Source: an optimization exercise on an open RTL-to-GDS flow (aim: small area). Production flows keep margins and buffers that such runs may drop.
In this exercise RTL edits were held to simulation tests only and were not proved equivalent to the original.
Power figures rest on the tool's default switching activity, not on a simulated workload.

### flow/run.sh
#!/bin/bash
# synth_recipe.tcl (not shown) runs the flow's synth.tcl, then flattens the netlist and writes it again
# the make line also repeats each setting of config.mk as NAME=value (left out here)
make -C /OpenROAD-flow-scripts/flow DESIGN_CONFIG=/design/flow/config.mk WORK_HOME=/design/flow/orfs CLKGATE_MAP_FILE= SYNTH_SCRIPT=/design/flow/synth_recipe.tcl finish
### flow/design.v
module pixel_compositor (
    input  logic        Clk,
    input  logic        Reset,
    input  logic        frame_start,
    input  logic        de,
    input  logic [9:0]  DrawX,
    input  logic [9:0]  DrawY,
    input  logic [9:0]  X,
    input  logic [9:0]  Y,
    input  logic [9:0]  size,
    input  logic [7:0]  x_vec,
    input  logic [7:0]  y_vec,
    input  logic        map_en,
    input  logic        wall_on,
    input  logic [11:0] wall_color,
    input  logic [11:0] memdata,
    output logic [3:0]  Red,
    output logic [3:0]  Green,
    output logic [3:0]  Blue,
    output logic        out_valid,
    output logic        dots_ready
);
    logic [9:0] x_lat, y_lat, s_lat;
    logic [7:0] xv_lat, yv_lat;
    logic [9:0] x_dot, y_dot;
    logic [7:0] xv_dot, yv_dot;
    logic [3:0] cnt;
    logic       rdy;
    always_ff @(posedge Clk) begin
        if (Reset) begin
            x_lat <= '0; y_lat <= '0; s_lat <= '0; xv_lat <= '0; yv_lat <= '0;
            x_dot <= '0; y_dot <= '0; xv_dot <= '0; yv_dot <= '0;
            cnt <= '0; rdy <= 1'b0;
        end else if (frame_start) begin
            x_lat <= X; y_lat <= Y; s_lat <= size; xv_lat <= x_vec; yv_lat <= y_vec;
            cnt <= 4'd1; rdy <= 1'b0;
        end else if (cnt == 4'd10) begin
            x_dot <= x_lat; y_dot <= y_lat; xv_dot <= xv_lat; yv_dot <= yv_lat;
            cnt <= '0; rdy <= 1'b1;
        end else if (cnt != 4'd0) begin
            cnt <= cnt + 4'd1;
        end
    end
    function automatic logic [8:0] axis_hit(input logic [7:0] d, input logic [9:0] p,
                                            input logic [7:0] v);
        logic signed [8:0]  z, zm;
        logic signed [11:0] m [9];
        logic signed [6:0]  h;
        logic [1:0] l, r, df;
        logic A, B;
        z  = $signed({1'b0, d}) - $signed({1'b0, p[9:2]});
        zm = z - 9'sd1;
        m[0] = '0;
        m[1] = {{4{v[7]}}, v};
        m[2] = m[1] <<< 1;
        m[4] = m[1] <<< 2;
        m[8] = m[1] <<< 3;
        m[3] = m[1] + m[2];
        m[5] = m[1] + m[4];
        m[7] = m[8] - m[1];
        m[6] = m[3] <<< 1;
        r = ~p[1:0];
        for (int k = 0; k < 9; k++) begin
            h = m[k][11:5];
            l = m[k][4:3];
            df = l - r;
            A = (l >= r) && (df != 2'd3);
            B = (l < r) && (df >= 2'd1) && (df <= 2'd2) ;
            axis_hit[k] = (A && (zm == $signed({{2{h[6]}}, h}))) || (B && (z == $signed({{2{h[6]}}, h})));
        end
    endfunction
    logic [8:0] hx, hy;
    logic       dot_hit;
    assign hx = axis_hit(DrawX[7:0], x_dot, xv_dot);
    assign hy = axis_hit(DrawY[7:0], y_dot, yv_dot);
        assign dot_hit = |(hx & hy);
    logic signed [10:0] ddx, ddy;
    logic               player_hit;
    assign ddx = $signed({1'b0, DrawX[7:0], 2'b00}) - $signed({1'b0, x_lat});
    assign ddy = $signed({1'b0, DrawY[7:0], 2'b00}) - $signed({1'b0, y_lat});
    logic disc_in;
    disc_le u_disc (.dx(ddx), .dy(ddy), .s(s_lat), .le(disc_in));
        assign player_hit = disc_in;
    logic above, below, in_map;
    assign above = ({1'b0, DrawY} + {2'b0, memdata[7:0], 1'b0}) < 11'd240;
    assign below = {1'b0, DrawY} > (11'd240 + {2'b0, memdata[7:0], 1'b0});
    assign in_map = map_en && (DrawX <= 10'd160) && (DrawY <= 10'd120);
    logic [11:0] rgb1, rgb2;
    logic        v1, v2;
    logic [11:0] col;
    always_comb begin
        if (in_map) begin
            if (dot_hit)         col = 12'hFFF;
            else if (player_hit) col = 12'hF70;
            else if (wall_on)    col = wall_color;
            else                 col = 12'h004;
        end else begin
            if (above)           col = 12'h337;
            else if (below)      col = 12'h733;
            else                 col = {3{memdata[11:8]}};
        end
    end
    always_ff @(posedge Clk) begin
        if (Reset) begin
            rgb1 <= '0; v1 <= 1'b0; rgb2 <= '0; v2 <= 1'b0;
        end else begin
            rgb1 <= de ? col : 12'h000;
            v1   <= de;
            rgb2 <= rgb1;
            v2   <= v1;
        end
    end
    assign {Red, Green, Blue} = rgb2;
    assign out_valid  = v2;
    assign dots_ready = rdy;
endmodule
module disc_le (input logic [10:0] dx, input logic [10:0] dy, input logic [9:0] s, output logic le);
    wire t0 = dx[0];
    wire t1 = dy[0];
    wire t2 = ~(s[0]);
    wire t3 = dx[1];
    wire t4 = (dx[0] & dx[1]);
    wire t5 = dy[1];
    wire t6 = (dy[0] & dy[1]);
    wire t7 = ~(s[1]);
    wire t8 = ~(s[0] & s[1]);
    wire t9 = (dx[0] & dx[2]);
    wire t10 = (dy[0] & dy[2]);
    wire t11 = ~(s[0] & s[2]);
    wire t12 = dx[2];
    wire t13 = (dx[0] & dx[3]);
    wire t14 = (dx[1] & dx[2]);
    wire t15 = dy[2];
    wire t16 = (dy[0] & dy[3]);
    wire t17 = (dy[1] & dy[2]);
    wire t18 = ~(s[2]);
    wire t19 = ~(s[0] & s[3]);
    wire t20 = ~(s[1] & s[2]);
    wire t21 = (dx[0] & dx[4]);
    wire t22 = (dx[1] & dx[3]);
    wire t23 = (dy[0] & dy[4]);
    wire t24 = (dy[1] & dy[3]);
    wire t25 = ~(s[0] & s[4]);
    wire t26 = ~(s[1] & s[3]);
    wire t27 = dx[3];
    wire t28 = (dx[0] & dx[5]);
    wire t29 = (dx[1] & dx[4]);
    wire t30 = (dx[2] & dx[3]);
    wire t31 = dy[3];
    wire t32 = (dy[0] & dy[5]);
    wire t33 = (dy[1] & dy[4]);
    wire t34 = (dy[2] & dy[3]);
    wire t35 = ~(s[3]);
    wire t36 = ~(s[0] & s[5]);
    wire t37 = ~(s[1] & s[4]);
    wire t38 = ~(s[2] & s[3]);
    wire t39 = (dx[0] & dx[6]);
    wire t40 = (dx[1] & dx[5]);
    wire t41 = (dx[2] & dx[4]);
    wire t42 = (dy[0] & dy[6]);
    wire t43 = (dy[1] & dy[5]);
    wire t44 = (dy[2] & dy[4]);
    wire t45 = ~(s[0] & s[6]);
    wire t46 = ~(s[1] & s[5]);
    wire t47 = ~(s[2] & s[4]);
    wire t48 = dx[4];
    wire t49 = (dx[0] & dx[7]);
    wire t50 = (dx[1] & dx[6]);
    wire t51 = (dx[2] & dx[5]);
    wire t52 = (dx[3] & dx[4]);
    wire t53 = dy[4];
    wire t54 = (dy[0] & dy[7]);
    wire t55 = (dy[1] & dy[6]);
    wire t56 = (dy[2] & dy[5]);
    wire t57 = (dy[3] & dy[4]);
    wire t58 = ~(s[4]);
    wire t59 = ~(s[0] & s[7]);
    wire t60 = ~(s[1] & s[6]);
    wire t61 = ~(s[2] & s[5]);
    wire t62 = ~(s[3] & s[4]);
    wire t63 = (dx[0] & dx[8]);
    wire t64 = (dx[1] & dx[7]);
    wire t65 = (dx[2] & dx[6]);
    wire t66 = (dx[3] & dx[5]);
    wire t67 = (dy[0] & dy[8]);
    wire t68 = (dy[1] & dy[7]);
    wire t69 = (dy[2] & dy[6]);
    wire t70 = (dy[3] & dy[5]);
    wire t71 = ~(s[0] & s[8]);
    wire t72 = ~(s[1] & s[7]);
    wire t73 = ~(s[2] & s[6]);
    wire t74 = ~(s[3] & s[5]);
    wire t75 = dx[5];
    wire t76 = (dx[0] & dx[9]);
    wire t77 = (dx[1] & dx[8]);
    wire t78 = (dx[2] & dx[7]);
    wire t79 = (dx[3] & dx[6]);
    wire t80 = (dx[4] & dx[5]);
    wire t81 = dy[5];
    wire t82 = (dy[0] & dy[9]);
    wire t83 = (dy[1] & dy[8]);
    wire t84 = (dy[2] & dy[7]);
    wire t85 = (dy[3] & dy[6]);
    wire t86 = (dy[4] & dy[5]);
    wire t87 = ~(s[5]);
    wire t88 = ~(s[0] & s[9]);
    wire t89 = ~(s[1] & s[8]);
    wire t90 = ~(s[2] & s[7]);
    wire t91 = ~(s[3] & s[6]);
    wire t92 = ~(s[4] & s[5]);
    wire t93 = ~(dx[0] & dx[10]);
    wire t94 = (dx[1] & dx[9]);
    wire t95 = (dx[2] & dx[8]);
    wire t96 = (dx[3] & dx[7]);
    wire t97 = (dx[4] & dx[6]);
    wire t98 = ~(dy[0] & dy[10]);
    wire t99 = (dy[1] & dy[9]);
    wire t100 = (dy[2] & dy[8]);
    wire t101 = (dy[3] & dy[7]);
    wire t102 = (dy[4] & dy[6]);
    wire t103 = ~(s[1] & s[9]);
    wire t104 = ~(s[2] & s[8]);
    wire t105 = ~(s[3] & s[7]);
    wire t106 = ~(s[4] & s[6]);
    wire t107 = dx[6];
    wire t108 = ~(dx[1] & dx[10]);
    wire t109 = (dx[2] & dx[9]);
    wire t110 = (dx[3] & dx[8]);
    wire t111 = (dx[4] & dx[7]);
    wire t112 = (dx[5] & dx[6]);
    wire t113 = dy[6];
    wire t114 = ~(dy[1] & dy[10]);
    wire t115 = (dy[2] & dy[9]);
    wire t116 = (dy[3] & dy[8]);
    wire t117 = (dy[4] & dy[7]);
    wire t118 = (dy[5] & dy[6]);
    wire t119 = ~(s[6]);
    wire t120 = ~(s[2] & s[9]);
    wire t121 = ~(s[3] & s[8]);
    wire t122 = ~(s[4] & s[7]);
    wire t123 = ~(s[5] & s[6]);
    wire t124 = ~(dx[2] & dx[10]);
    wire t125 = (dx[3] & dx[9]);
    wire t126 = (dx[4] & dx[8]);
    wire t127 = (dx[5] & dx[7]);
    wire t128 = ~(dy[2] & dy[10]);
    wire t129 = (dy[3] & dy[9]);
    wire t130 = (dy[4] & dy[8]);
    wire t131 = (dy[5] & dy[7]);
    wire t132 = ~(s[3] & s[9]);
    wire t133 = ~(s[4] & s[8]);
    wire t134 = ~(s[5] & s[7]);
    wire t135 = dx[7];
    wire t136 = ~(dx[3] & dx[10]);
    wire t137 = (dx[4] & dx[9]);
    wire t138 = (dx[5] & dx[8]);
    wire t139 = (dx[6] & dx[7]);
    wire t140 = dy[7];
    wire t141 = ~(dy[3] & dy[10]);
    wire t142 = (dy[4] & dy[9]);
    wire t143 = (dy[5] & dy[8]);
    wire t144 = (dy[6] & dy[7]);
    wire t145 = ~(s[7]);
    wire t146 = ~(s[4] & s[9]);
    wire t147 = ~(s[5] & s[8]);
    wire t148 = ~(s[6] & s[7]);
    wire t149 = ~(dx[4] & dx[10]);
    wire t150 = (dx[5] & dx[9]);
    wire t151 = (dx[6] & dx[8]);
    wire t152 = ~(dy[4] & dy[10]);
    wire t153 = (dy[5] & dy[9]);
    wire t154 = (dy[6] & dy[8]);
    wire t155 = ~(s[5] & s[9]);
    wire t156 = ~(s[6] & s[8]);
    wire t157 = dx[8];
    wire t158 = ~(dx[5] & dx[10]);
    wire t159 = (dx[6] & dx[9]);
    wire t160 = (dx[7] & dx[8]);
    wire t161 = dy[8];
    wire t162 = ~(dy[5] & dy[10]);
    wire t163 = (dy[6] & dy[9]);
    wire t164 = (dy[7] & dy[8]);
    wire t165 = ~(s[8]);
    wire t166 = ~(s[6] & s[9]);
    wire t167 = ~(s[7] & s[8]);
    wire t168 = ~(dx[6] & dx[10]);
    wire t169 = (dx[7] & dx[9]);
    wire t170 = ~(dy[6] & dy[10]);
    wire t171 = (dy[7] & dy[9]);
    wire t172 = ~(s[7] & s[9]);
    wire t173 = dx[9];
    wire t174 = ~(dx[7] & dx[10]);
    wire t175 = (dx[8] & dx[9]);
    wire t176 = dy[9];
    wire t177 = ~(dy[7] & dy[10]);
    wire t178 = (dy[8] & dy[9]);
    wire t179 = ~(s[9]);
    wire t180 = ~(s[8] & s[9]);
    wire t181 = ~(dx[8] & dx[10]);
    wire t182 = ~(dy[8] & dy[10]);
    wire t183 = dx[10];
    wire t184 = ~(dx[9] & dx[10]);
    wire t185 = dy[10];
    wire t186 = ~(dy[9] & dy[10]);
    wire t187 = t48 ^ t49 ^ t50;
    wire t188 = (t48 & t49) | (t48 & t50) | (t49 & t50);
    wire t189 = t51 ^ t52;
    wire t190 = t51 & t52;
    wire t191 = t63 ^ t64 ^ t65;
    wire t192 = (t63 & t64) | (t63 & t65) | (t64 & t65);
    wire t193 = t75 ^ t76 ^ t77;
    wire t194 = (t75 & t76) | (t75 & t77) | (t76 & t77);
    wire t195 = t78 ^ t79 ^ t80;
    wire t196 = (t78 & t79) | (t78 & t80) | (t79 & t80);
    wire t197 = t81 ^ t82 ^ t83;
    wire t198 = (t81 & t82) | (t81 & t83) | (t82 & t83);
    wire t199 = t84 ^ t85;
    wire t200 = t84 & t85;
    wire t201 = t93 ^ t94 ^ t95;
    wire t202 = (t93 & t94) | (t93 & t95) | (t94 & t95);
    wire t203 = t96 ^ t97 ^ t98;
    wire t204 = (t96 & t97) | (t96 & t98) | (t97 & t98);
    wire t205 = t99 ^ t100;
    wire t206 = t99 & t100;
    wire t207 = t107 ^ t108 ^ t109;
    wire t208 = (t107 & t108) | (t107 & t109) | (t108 & t109);
    wire t209 = t110 ^ t111 ^ t112;
    wire t210 = (t110 & t111) | (t110 & t112) | (t111 & t112);
    wire t211 = t113 ^ t114 ^ t115;
    wire t212 = (t113 & t114) | (t113 & t115) | (t114 & t115);
    wire t213 = t116 ^ t117 ^ t118;
    wire t214 = (t116 & t117) | (t116 & t118) | (t117 & t118);
    wire t215 = t124 ^ t125 ^ t126;
    wire t216 = (t124 & t125) | (t124 & t126) | (t125 & t126);
    wire t217 = t135 ^ t136 ^ t137;
    wire t218 = (t135 & t136) | (t135 & t137) | (t136 & t137);
    wire t219 = t12 ^ t13;
    wire t220 = t12 & t13;
    wire t221 = t27 ^ t28 ^ t29;
    wire t222 = (t27 & t28) | (t27 & t29) | (t28 & t29);
    wire t223 = t30 ^ t31 ^ t32;
    wire t224 = (t30 & t31) | (t30 & t32) | (t31 & t32);
    wire t225 = t39 ^ t40 ^ t41;
    wire t226 = (t39 & t40) | (t39 & t41) | (t40 & t41);
    wire t227 = t42 ^ t43;
    wire t228 = t42 & t43;
    wire t229 = t53 ^ t54 ^ t55;
    wire t230 = (t53 & t54) | (t53 & t55) | (t54 & t55);
    wire t231 = t56 ^ t57 ^ t58;
    wire t232 = (t56 & t57) | (t56 & t58) | (t57 & t58);
    wire t233 = t59 ^ t60 ^ t61;
    wire t234 = (t59 & t60) | (t59 & t61) | (t60 & t61);
    wire t235 = t66 ^ t67 ^ t68;
    wire t236 = (t66 & t67) | (t66 & t68) | (t67 & t68);
    wire t237 = t69 ^ t70 ^ t71;
    wire t238 = (t69 & t70) | (t69 & t71) | (t70 & t71);
    wire t239 = t72 ^ t73 ^ t74;
    wire t240 = (t72 & t73) | (t72 & t74) | (t73 & t74);
    wire t241 = 1'b1 ^ t188;
    wire t242 = 1'b1 & t188;
    wire t243 = t86 ^ t87 ^ t88;
    wire t244 = (t86 & t87) | (t86 & t88) | (t87 & t88);
    wire t245 = t89 ^ t90 ^ t91;
    wire t246 = (t89 & t90) | (t89 & t91) | (t90 & t91);
    wire t247 = t92 ^ 1'b1 ^ t192;
    wire t248 = (t92 & 1'b1) | (t92 & t192) | (1'b1 & t192);
    wire t249 = t193 ^ t195 ^ t197;
    wire t250 = (t193 & t195) | (t193 & t197) | (t195 & t197);
    wire t251 = t101 ^ t102 ^ t103;
    wire t252 = (t101 & t102) | (t101 & t103) | (t102 & t103);
    wire t253 = t104 ^ t105 ^ t106;
    wire t254 = (t104 & t105) | (t104 & t106) | (t105 & t106);
    wire t255 = t194 ^ t196 ^ t198;
    wire t256 = (t194 & t196) | (t194 & t198) | (t196 & t198);
    wire t257 = t200 ^ t201 ^ t203;
    wire t258 = (t200 & t201) | (t200 & t203) | (t201 & t203);
    wire t259 = t119 ^ t120 ^ t121;
    wire t260 = (t119 & t120) | (t119 & t121) | (t120 & t121);
    wire t261 = t122 ^ t123 ^ 1'b1;
    wire t262 = (t122 & t123) | (t122 & 1'b1) | (t123 & 1'b1);
    wire t263 = t202 ^ t204 ^ t206;
    wire t264 = (t202 & t204) | (t202 & t206) | (t204 & t206);
    wire t265 = t207 ^ t209 ^ t211;
    wire t266 = (t207 & t209) | (t207 & t211) | (t209 & t211);
    wire t267 = t127 ^ t128 ^ t129;
    wire t268 = (t127 & t128) | (t127 & t129) | (t128 & t129);
    wire t269 = t130 ^ t131 ^ t132;
    wire t270 = (t130 & t131) | (t130 & t132) | (t131 & t132);
    wire t271 = t133 ^ t134 ^ t208;
    wire t272 = (t133 & t134) | (t133 & t208) | (t134 & t208);
    wire t273 = t210 ^ t212 ^ t214;
    wire t274 = (t210 & t212) | (t210 & t214) | (t212 & t214);
    wire t275 = t138 ^ t139 ^ t140;
    wire t276 = (t138 & t139) | (t138 & t140) | (t139 & t140);
    wire t277 = t141 ^ t142 ^ t143;
    wire t278 = (t141 & t142) | (t141 & t143) | (t142 & t143);
    wire t279 = t144 ^ t145 ^ t146;
    wire t280 = (t144 & t145) | (t144 & t146) | (t145 & t146);
    wire t281 = t147 ^ t148 ^ t216;
    wire t282 = (t147 & t148) | (t147 & t216) | (t148 & t216);
    wire t283 = t149 ^ t150 ^ t151;
    wire t284 = (t149 & t150) | (t149 & t151) | (t150 & t151);
    wire t285 = t152 ^ t153 ^ t154;
    wire t286 = (t152 & t153) | (t152 & t154) | (t153 & t154);
    wire t287 = t157 ^ t158 ^ t159;
    wire t288 = (t157 & t158) | (t157 & t159) | (t158 & t159);
    wire t289 = t160 ^ t161 ^ t162;
    wire t290 = (t160 & t161) | (t160 & t162) | (t161 & t162);
    wire t291 = t3 ^ t4;
    wire t292 = t3 & t4;
    wire t293 = t14 ^ t15 ^ t16;
    wire t294 = (t14 & t15) | (t14 & t16) | (t15 & t16);
    wire t295 = t17 ^ t18;
    wire t296 = t17 & t18;
    wire t297 = t21 ^ t22 ^ t23;
    wire t298 = (t21 & t22) | (t21 & t23) | (t22 & t23);
    wire t299 = t24 ^ t25 ^ t26;
    wire t300 = (t24 & t25) | (t24 & t26) | (t25 & t26);
    wire t301 = t33 ^ t34 ^ t35;
    wire t302 = (t33 & t34) | (t33 & t35) | (t34 & t35);
    wire t303 = t36 ^ t37 ^ t38;
    wire t304 = (t36 & t37) | (t36 & t38) | (t37 & t38);
    wire t305 = 1'b1 ^ t221;
    wire t306 = 1'b1 & t221;
    wire t307 = t44 ^ t45 ^ t46;
    wire t308 = (t44 & t45) | (t44 & t46) | (t45 & t46);
    wire t309 = t47 ^ 1'b1 ^ t222;
    wire t310 = (t47 & 1'b1) | (t47 & t222) | (1'b1 & t222);
    wire t311 = t224 ^ t225 ^ t227;
    wire t312 = (t224 & t225) | (t224 & t227) | (t225 & t227);
    wire t313 = t62 ^ 1'b1 ^ t187;
    wire t314 = (t62 & 1'b1) | (t62 & t187) | (1'b1 & t187);
    wire t315 = t189 ^ t226 ^ t228;
    wire t316 = (t189 & t226) | (t189 & t228) | (t226 & t228);
    wire t317 = t229 ^ t231 ^ t233;
    wire t318 = (t229 & t231) | (t229 & t233) | (t231 & t233);
    wire t319 = t190 ^ t191 ^ t230;
    wire t320 = (t190 & t191) | (t190 & t230) | (t191 & t230);
    wire t321 = t232 ^ t234 ^ t235;
    wire t322 = (t232 & t234) | (t232 & t235) | (t234 & t235);
    wire t323 = t237 ^ t239 ^ t241;
    wire t324 = (t237 & t239) | (t237 & t241) | (t239 & t241);
    wire t325 = t199 ^ t236 ^ t238;
    wire t326 = (t199 & t236) | (t199 & t238) | (t236 & t238);
    wire t327 = t240 ^ t242 ^ t243;
    wire t328 = (t240 & t242) | (t240 & t243) | (t242 & t243);
    wire t329 = t245 ^ t247 ^ t249;
    wire t330 = (t245 & t247) | (t245 & t249) | (t247 & t249);
    wire t331 = t205 ^ t244 ^ t246;
    wire t332 = (t205 & t244) | (t205 & t246) | (t244 & t246);
    wire t333 = t248 ^ t250 ^ t251;
    wire t334 = (t248 & t250) | (t248 & t251) | (t250 & t251);
    wire t335 = t253 ^ t255 ^ t257;
    wire t336 = (t253 & t255) | (t253 & t257) | (t255 & t257);
    wire t337 = t213 ^ t252 ^ t254;
    wire t338 = (t213 & t252) | (t213 & t254) | (t252 & t254);
    wire t339 = t256 ^ t258 ^ t259;
    wire t340 = (t256 & t258) | (t256 & t259) | (t258 & t259);
    wire t341 = t261 ^ t263 ^ t265;
    wire t342 = (t261 & t263) | (t261 & t265) | (t263 & t265);
    wire t343 = t215 ^ t260 ^ t262;
    wire t344 = (t215 & t260) | (t215 & t262) | (t260 & t262);
    wire t345 = t264 ^ t266 ^ t267;
    wire t346 = (t264 & t266) | (t264 & t267) | (t266 & t267);
    wire t347 = t269 ^ t271 ^ t273;
    wire t348 = (t269 & t271) | (t269 & t273) | (t271 & t273);
    wire t349 = t217 ^ t268 ^ t270;
    wire t350 = (t217 & t268) | (t217 & t270) | (t268 & t270);
    wire t351 = t272 ^ t274 ^ t275;
    wire t352 = (t272 & t274) | (t272 & t275) | (t274 & t275);
    wire t353 = t277 ^ t279 ^ t281;
    wire t354 = (t277 & t279) | (t277 & t281) | (t279 & t281);
    wire t355 = t155 ^ t156 ^ t218;
    wire t356 = (t155 & t156) | (t155 & t218) | (t156 & t218);
    wire t357 = t276 ^ t278 ^ t280;
    wire t358 = (t276 & t278) | (t276 & t280) | (t278 & t280);
    wire t359 = t282 ^ t283 ^ t285;
    wire t360 = (t282 & t283) | (t282 & t285) | (t283 & t285);
    wire t361 = t163 ^ t164 ^ t165;
    wire t362 = (t163 & t164) | (t163 & t165) | (t164 & t165);
    wire t363 = t166 ^ t167 ^ t284;
    wire t364 = (t166 & t167) | (t166 & t284) | (t167 & t284);
    wire t365 = t286 ^ t287 ^ t289;
    wire t366 = (t286 & t287) | (t286 & t289) | (t287 & t289);
    wire t367 = t168 ^ t169 ^ t170;
    wire t368 = (t168 & t169) | (t168 & t170) | (t169 & t170);
    wire t369 = t171 ^ t172 ^ t288;
    wire t370 = (t171 & t172) | (t171 & t288) | (t172 & t288);
    wire t371 = t173 ^ t174 ^ t175;
    wire t372 = (t173 & t174) | (t173 & t175) | (t174 & t175);
    wire t373 = t176 ^ t177 ^ t178;
    wire t374 = (t176 & t177) | (t176 & t178) | (t177 & t178);
    wire t375 = t5 ^ t6 ^ t7;
    wire t376 = (t5 & t6) | (t5 & t7) | (t6 & t7);
    wire t377 = t9 ^ t10 ^ t11;
    wire t378 = (t9 & t10) | (t9 & t11) | (t10 & t11);
    wire t379 = t19 ^ t20 ^ 1'b1;
    wire t380 = (t19 & t20) | (t19 & 1'b1) | (t20 & 1'b1);
    wire t381 = t219 ^ t293;
    wire t382 = t219 & t293;
    wire t383 = 1'b1 ^ t220 ^ t294;
    wire t384 = (1'b1 & t220) | (1'b1 & t294) | (t220 & t294);
    wire t385 = t296 ^ t297 ^ t299;
    wire t386 = (t296 & t297) | (t296 & t299) | (t297 & t299);
    wire t387 = t223 ^ t298 ^ t300;
    wire t388 = (t223 & t298) | (t223 & t300) | (t298 & t300);
    wire t389 = t301 ^ t303 ^ t305;
    wire t390 = (t301 & t303) | (t301 & t305) | (t303 & t305);
    wire t391 = t302 ^ t304 ^ t306;
    wire t392 = (t302 & t304) | (t302 & t306) | (t304 & t306);
    wire t393 = t307 ^ t309 ^ t311;
    wire t394 = (t307 & t309) | (t307 & t311) | (t309 & t311);
    wire t395 = t308 ^ t310 ^ t312;
    wire t396 = (t308 & t310) | (t308 & t312) | (t310 & t312);
    wire t397 = t313 ^ t315 ^ t317;
    wire t398 = (t313 & t315) | (t313 & t317) | (t315 & t317);
    wire t399 = t314 ^ t316 ^ t318;
    wire t400 = (t314 & t316) | (t314 & t318) | (t316 & t318);
    wire t401 = t319 ^ t321 ^ t323;
    wire t402 = (t319 & t321) | (t319 & t323) | (t321 & t323);
    wire t403 = t320 ^ t322 ^ t324;
    wire t404 = (t320 & t322) | (t320 & t324) | (t322 & t324);
    wire t405 = t325 ^ t327 ^ t329;
    wire t406 = (t325 & t327) | (t325 & t329) | (t327 & t329);
    wire t407 = t326 ^ t328 ^ t330;
    wire t408 = (t326 & t328) | (t326 & t330) | (t328 & t330);
    wire t409 = t331 ^ t333 ^ t335;
    wire t410 = (t331 & t333) | (t331 & t335) | (t333 & t335);
    wire t411 = t332 ^ t334 ^ t336;
    wire t412 = (t332 & t334) | (t332 & t336) | (t334 & t336);
    wire t413 = t337 ^ t339 ^ t341;
    wire t414 = (t337 & t339) | (t337 & t341) | (t339 & t341);
    wire t415 = t338 ^ t340 ^ t342;
    wire t416 = (t338 & t340) | (t338 & t342) | (t340 & t342);
    wire t417 = t343 ^ t345 ^ t347;
    wire t418 = (t343 & t345) | (t343 & t347) | (t345 & t347);
    wire t419 = t344 ^ t346 ^ t348;
    wire t420 = (t344 & t346) | (t344 & t348) | (t346 & t348);
    wire t421 = t349 ^ t351 ^ t353;
    wire t422 = (t349 & t351) | (t349 & t353) | (t351 & t353);
    wire t423 = t350 ^ t352 ^ t354;
    wire t424 = (t350 & t352) | (t350 & t354) | (t352 & t354);
    wire t425 = t355 ^ t357 ^ t359;
    wire t426 = (t355 & t357) | (t355 & t359) | (t357 & t359);
    wire t427 = t356 ^ t358 ^ t360;
    wire t428 = (t356 & t358) | (t356 & t360) | (t358 & t360);
    wire t429 = t361 ^ t363 ^ t365;
    wire t430 = (t361 & t363) | (t361 & t365) | (t363 & t365);
    wire t431 = t290 ^ t362 ^ t364;
    wire t432 = (t290 & t362) | (t290 & t364) | (t362 & t364);
    wire t433 = t366 ^ t367 ^ t369;
    wire t434 = (t366 & t367) | (t366 & t369) | (t367 & t369);
    wire t435 = t179 ^ t180 ^ t368;
    wire t436 = (t179 & t180) | (t179 & t368) | (t180 & t368);
    wire t437 = t370 ^ t371 ^ t373;
    wire t438 = (t370 & t371) | (t370 & t373) | (t371 & t373);
    wire t439 = t181 ^ t182 ^ t372;
    wire t440 = (t181 & t182) | (t181 & t372) | (t182 & t372);
    wire t441 = t183 ^ t184 ^ t185;
    wire t442 = (t183 & t184) | (t183 & t185) | (t184 & t185);
    wire t443 = t8 ^ 1'b1;
    wire t444 = t8 & 1'b1;
    wire t445 = 1'b1 ^ t292 ^ t376;
    wire t446 = (1'b1 & t292) | (1'b1 & t376) | (t292 & t376);
    wire t447 = t295 ^ t378 ^ t379;
    wire t448 = (t295 & t378) | (t295 & t379) | (t378 & t379);
    wire t449 = t380 ^ t382 ^ t383;
    wire t450 = (t380 & t382) | (t380 & t383) | (t382 & t383);
    wire t451 = t384 ^ t386 ^ t387;
    wire t452 = (t384 & t386) | (t384 & t387) | (t386 & t387);
    wire t453 = t388 ^ t390 ^ t391;
    wire t454 = (t388 & t390) | (t388 & t391) | (t390 & t391);
    wire t455 = t392 ^ t394 ^ t395;
    wire t456 = (t392 & t394) | (t392 & t395) | (t394 & t395);
    wire t457 = t396 ^ t398 ^ t399;
    wire t458 = (t396 & t398) | (t396 & t399) | (t398 & t399);
    wire t459 = t400 ^ t402 ^ t403;
    wire t460 = (t400 & t402) | (t400 & t403) | (t402 & t403);
    wire t461 = t404 ^ t406 ^ t407;
    wire t462 = (t404 & t406) | (t404 & t407) | (t406 & t407);
    wire t463 = t408 ^ t410 ^ t411;
    wire t464 = (t408 & t410) | (t408 & t411) | (t410 & t411);
    wire t465 = t412 ^ t414 ^ t415;
    wire t466 = (t412 & t414) | (t412 & t415) | (t414 & t415);
    wire t467 = t416 ^ t418 ^ t419;
    wire t468 = (t416 & t418) | (t416 & t419) | (t418 & t419);
    wire t469 = t420 ^ t422 ^ t423;
    wire t470 = (t420 & t422) | (t420 & t423) | (t422 & t423);
    wire t471 = t424 ^ t426 ^ t427;
    wire t472 = (t424 & t426) | (t424 & t427) | (t426 & t427);
    wire t473 = t428 ^ t430 ^ t431;
    wire t474 = (t428 & t430) | (t428 & t431) | (t430 & t431);
    wire t475 = t432 ^ t434 ^ t435;
    wire t476 = (t432 & t434) | (t432 & t435) | (t434 & t435);
    wire t477 = t374 ^ t436 ^ t438;
    wire t478 = (t374 & t436) | (t374 & t438) | (t436 & t438);
    wire t479 = t186 ^ 1'b1 ^ t440;
    wire t480 = (t186 & 1'b1) | (t186 & t440) | (1'b1 & t440);
    wire t481 = t0 ^ t1;
    wire t482 = t0 & t1;
    wire t483 = t291 ^ t375;
    wire t484 = t291 & t375;
    wire t485 = t377 ^ t444 ^ t445;
    wire t486 = (t377 & t444) | (t377 & t445) | (t444 & t445);
    wire t487 = t381 ^ t446 ^ t447;
    wire t488 = (t381 & t446) | (t381 & t447) | (t446 & t447);
    wire t489 = t385 ^ t448 ^ t449;
    wire t490 = (t385 & t448) | (t385 & t449) | (t448 & t449);
    wire t491 = t389 ^ t450 ^ t451;
    wire t492 = (t389 & t450) | (t389 & t451) | (t450 & t451);
    wire t493 = t393 ^ t452 ^ t453;
    wire t494 = (t393 & t452) | (t393 & t453) | (t452 & t453);
    wire t495 = t397 ^ t454 ^ t455;
    wire t496 = (t397 & t454) | (t397 & t455) | (t454 & t455);
    wire t497 = t401 ^ t456 ^ t457;
    wire t498 = (t401 & t456) | (t401 & t457) | (t456 & t457);
    wire t499 = t405 ^ t458 ^ t459;
    wire t500 = (t405 & t458) | (t405 & t459) | (t458 & t459);
    wire t501 = t409 ^ t460 ^ t461;
    wire t502 = (t409 & t460) | (t409 & t461) | (t460 & t461);
    wire t503 = t413 ^ t462 ^ t463;
    wire t504 = (t413 & t462) | (t413 & t463) | (t462 & t463);
    wire t505 = t417 ^ t464 ^ t465;
    wire t506 = (t417 & t464) | (t417 & t465) | (t464 & t465);
    wire t507 = t421 ^ t466 ^ t467;
    wire t508 = (t421 & t466) | (t421 & t467) | (t466 & t467);
    wire t509 = t425 ^ t468 ^ t469;
    wire t510 = (t425 & t468) | (t425 & t469) | (t468 & t469);
    wire t511 = t429 ^ t470 ^ t471;
    wire t512 = (t429 & t470) | (t429 & t471) | (t470 & t471);
    wire t513 = t433 ^ t472 ^ t473;
    wire t514 = (t433 & t472) | (t433 & t473) | (t472 & t473);
    wire t515 = t437 ^ t474 ^ t475;
    wire t516 = (t437 & t474) | (t437 & t475) | (t474 & t475);
    wire t517 = t439 ^ t476 ^ t477;
    wire t518 = (t439 & t476) | (t439 & t477) | (t476 & t477);
    wire t519 = t441 ^ t478 ^ t479;
    wire t520 = (t441 & t478) | (t441 & t479) | (t478 & t479);
    wire t521 = 1'b1 ^ t442 ^ t480;
    wire t522 = (1'b1 & t442) | (1'b1 & t480) | (t442 & t480);
    wire t523 = (t2 & t481) | (t2 & 1'b0) | (t481 & 1'b0);
    wire t524 = (1'b1 & t482) | (1'b1 & t523) | (t482 & t523);
    wire t525 = (t443 & t483) | (t443 & t524) | (t483 & t524);
    wire t526 = (t484 & t485) | (t484 & t525) | (t485 & t525);
    wire t527 = (t486 & t487) | (t486 & t526) | (t487 & t526);
    wire t528 = (t488 & t489) | (t488 & t527) | (t489 & t527);
    wire t529 = (t490 & t491) | (t490 & t528) | (t491 & t528);
    wire t530 = (t492 & t493) | (t492 & t529) | (t493 & t529);
    wire t531 = (t494 & t495) | (t494 & t530) | (t495 & t530);
    wire t532 = (t496 & t497) | (t496 & t531) | (t497 & t531);
    wire t533 = (t498 & t499) | (t498 & t532) | (t499 & t532);
    wire t534 = (t500 & t501) | (t500 & t533) | (t501 & t533);
    wire t535 = (t502 & t503) | (t502 & t534) | (t503 & t534);
    wire t536 = (t504 & t505) | (t504 & t535) | (t505 & t535);
    wire t537 = (t506 & t507) | (t506 & t536) | (t507 & t536);
    wire t538 = (t508 & t509) | (t508 & t537) | (t509 & t537);
    wire t539 = (t510 & t511) | (t510 & t538) | (t511 & t538);
    wire t540 = (t512 & t513) | (t512 & t539) | (t513 & t539);
    wire t541 = (t514 & t515) | (t514 & t540) | (t515 & t540);
    wire t542 = (t516 & t517) | (t516 & t541) | (t517 & t541);
    wire t543 = (t518 & t519) | (t518 & t542) | (t519 & t542);
    wire t544 = (t520 & t521) | (t520 & t543) | (t521 & t543);
    wire t545 = t522 ^ 1'b0 ^ t544;
    assign le = t545;
endmodule
### flow/config.mk
export PLATFORM = sky130hd
export DESIGN_NAME = pixel_compositor
export DESIGN_NICKNAME = pixel_compositor
export VERILOG_FILES = /design/flow/design.v
export SDC_FILE = /design/flow/constraint.sdc
export NUM_CORES = 4
export LEC_CHECK = 0
export CAP_MARGIN = 20
export CORE_MARGIN = 2
export CORE_UTILIZATION = 40
export SLEW_MARGIN = 20
### flow/constraint.sdc
create_clock -name core_clock -period 12.0 [get_ports {Clk}]
set_input_delay 2.4000 -clock core_clock [delete_from_list [all_inputs] [get_ports {Clk}]]
set_output_delay 2.4000 -clock core_clock [all_outputs]
set_load 0.01 [all_outputs]
==> qor.yml <==
timing:
  tns_ns: 0
  period_share: 0.860
  max_freq_ghz: 0.0969
  relSlewSlack: 0.254
  finalWorstSetupSlack_ns: 1.68
  period_minus_slack_ns: 10.32
  finalSetupViolCount: 0
  hold_viol: 0
  drv_slew: 0
  fin_worst_skew_ns: 0.0152
  tightest_slew_ns: 1.11
  rsz0062_at_grt: "no"
drt:
  via_count: 14500
  antenna_left: 0
  totalWireLength_mm: 49.6
  drc: 0
  drtIter0Drc: 1024
  wire_per_inst_um: 18.6
  firstDrtPassIters: 5
  via_per_inst: 5.43
global_routing:
  grt_overflow: 0
  grt_usage: 0.233
  antenna_found_initial: 0
  grt_pass1_vias: 14700
  grt_max_degree: 65
  grt_pass1_wl_mm: 79.7
placement:
  dp_hpwl_mm: 39.5
  portBuffers: 109
  place_ws_ns: 1.26
  gp_congestion: 0.932
setup_path:
  startpoint_type: "input port"
  max_stage_delay_ns: 0.57
  cp_num_buf_inv: 3
  r2r-start: "x_lat[0]"
  endpoint_kind: "flip-flop"
  reg2reg_depth: 24
  critPathTopFamily: "adder cells"
  crit_fanout: 12
  crit_type: "input port to flip-flop"
  r2r-end: "rgb1[11]"
  path_common_cell: "fa_1"
  crit_slowest_cell: "a222oi_1"
  required_ns: 12.31
  cp.arrival_ns: 10.63
  regToRegSetupSlack_ns: 3.63
  crit_path_start: "DrawX[0]"
synthesis:
  yosys.cell_types.count: 91
  ys.flop_type: "dfxtp_1"
  synth-seq-area-share: 0.135
  syn_inst: 2042
  syn_avg_cell_area_sq_um: 8.22
  synth_nets: 2453
  synth_edf_count: 0
  synthesis.area_sq_um: 16800
  yosysWarnings: 3
  async_flop_share: 0
  ys_ff_latch: 113
pwr:
  finalPower_uw: 3550
  p_per_area_nw_per_um2: 188
  power_leakage_uw: 0.00801
  peakVddDrop_mv: 0.277
clock_network:
  postCtsSetupBuffers: 0
  cts-htree-levels: 4
  cts_hold_buffers: 0
  clock-sinks: 113
  cts_root_buf: "clkbuf_16"
  cts_buffers: 17
  clkTransAtPathRegs_ns: 0.06
  post_cts_resized: 0
  cts_tree: "done"
  worstSkewPairLatency_ns: 0.48
  ctsLongestPathBuffers: 2
run:
  drv_cap: 0
cells_and_area:
  fin_nets: 2524
  layout-drive-gt1-share: 0.0400
  fillers: 4174
  final_cell_mix: "inv_1 (281), nand2_1 (181), nor2_1 (176), fa_1 (163), ha_1 (152)"
  n_antenna_cell: 0
  syn2layout_area_growth_pct: 12.9
  mostFrequentLayoutCell: "inv_1"
  post-route-util: 0.455
die:
  ioPinCount: 110
  die_width_um: 209
  die_h_um: 209
  core_sq_um: 41700
  dieArea_sq_um: 43600
  rows: 75
  start_util: 0.403
min_path:
  hold-path-cell-count: 1
  hp-start: "rgb1[3]"
  worstHoldEndpoint: "rgb2[3]"
  hold_path.class: "flip-flop to flip-flop"
outcome:
  status: "complete, no violations"
## Yosys cell counts (all sizes together) (15+ instances only)
cell / count / area share
mux2i: 53 / 0.032
nand4: 21 / 0.0078
o21a: 15 / 0.0067
nand2b: 15 / 0.0056
and2: 43 / 0.016
inv: 281 / 0.063
nor4: 33 / 0.012
nor2: 177 / 0.040
clkbuf: 55 / 0.012
ha: 152 / 0.11
and3: 16 / 0.0060
xor2: 57 / 0.031
nand3: 31 / 0.0092
nand2: 181 / 0.040
nor2b: 27 / 0.010
o21ai: 59 / 0.018
fa: 163 / 0.19
a21o: 19 / 0.0086
or3: 19 / 0.0072
a31oi: 22 / 0.0082
dfxtp: 113 / 0.13
xnor2: 151 / 0.082
buf: 16 / 0.0050
nor3: 38 / 0.012
a21oi: 103 / 0.031
## flip-flops by register name (all words and copies together) (netlist names)
register  flops
yv_lat        8
v2            1
yv_dot        8
rgb2         12
y_dot        10
xv_lat        8
xv_dot        8
v1            1
cnt           4
x_lat        10
x_dot        10
s_lat        10
rgb1         12
rdy           1
y_lat        10
## kinds of logic after synthesis
kind of cell	share of synthesized area
xor gates and xnor gates	0.116
AOI/OAI and AO/OA	0.143
buffers and inverters	0.0809
DFF	0.135
muxes	0.0336
adders and majority gates	0.308
and+or+nand+nor	0.184
## power by group
group | leakage [uW] | switching, uW | internal (uW)
Sequential | 0.000923 | 13.7 | 391
Combinational | 0.00682 | 1530 | 1110
Clock | 0.000274 | 208 | 304
## through the flow
stage	cells	hold slack (ns)	instance area [sq um]
finish	2665	0.433	18900
global route	2665	0.445	18900
CTS	2665	0.436	18900
detailed placement	2633	0.422	18400
global placement	2633	0.427	18400
floorplan	2042	0.414	16800
## cell type report
| class | instances | area, sq um | area share |
|---|---|---|---|
| multi-input combinational | 1574 | 13200 | 0.696 |
| sequential | 113 | 2260 | 0.119 |
| timing repair buffer | 123 | 1190 | 0.0629 |
| inverter | 284 | 1070 | 0.0563 |
| tap | 539 | 674 | 0.0356 |
| clock buffer | 19 | 433 | 0.0229 |
| clock inverter | 13 | 138 | 0.00727 |
## per-layer routing
metal  part of all wire  global-route usage  vias up
li1                   -                   -     6981
met1               0.46               0.306     7088
met2               0.47               0.386      322
met3              0.042              0.0394       68
met4              0.026              0.0823        0
met5                  0                   0        -
## how the worst max path moves through the flow
stage	end	slack (ns)	cells after the start
2_1_floorplan	rgb1[0]	2.56	31
3_3_place_gp	rgb1[11]	1.49	28
3_5_place_dp	rgb1[11]	1.26	28
4_1_cts	rgb1[11]	1.78	28
5_1_grt	rgb1[11]	0.84	28
6_report	rgb1[11]	1.68	28
## worst register-to-register path: stages (launching register included)
cell and delay, ns:
dfxtp_1 0.71, inv_1 0.27, ha_1 0.29, a21o_1 0.19
a21oi_1 0.20, o21ai_0 0.10, a21oi_1 0.22, o21ai_0 0.11
a21oi_1 0.22, xnor2_1 0.50, inv_1 0.23, nor3_1 0.49
fa_1 0.55, fa_1 0.48, fa_1 0.44, fa_1 0.55
fa_1 0.45, a222oi_1 0.57, nand2_1 0.11, nor3_1 0.21
o221ai_1 0.20, a2111oi_0 0.36, or3_1 0.42, a21boi_0 0.23
a41oi_1 0.13

separate check: timing with driven ports:
How much do the figures lean on ideal ports? The routed layout below was timed once more, with nothing changed but the port constraints.
Step 1, drivers: a clkbuf_16 drives Clk and a buf_2 each remaining input, both assumed.
Step 2 adds t to the input delays and takes it off the output delays; t is the mean of the earliest and latest rising clock arrival at the registers after step 1. Input paths then give back, and output paths get back, about the clock's delay inside the block.
Slacks: no drivers / after step 1 / after step 2; pairs: no drivers / after step 1.
t (ns): 0.520
setup WS [ns]: 1.682 / 1.706 / 1.185
worst setup path after step 2: input to register
slew at the worst register clock pin (ns): 0.07 / 0.07
worst slew at a driven data input, ns: 0.06
After both steps setup and hold are still met in this run. For this run, drivers alone change the setup slack by +0.024 ns; drivers and shift together by -0.497 ns.
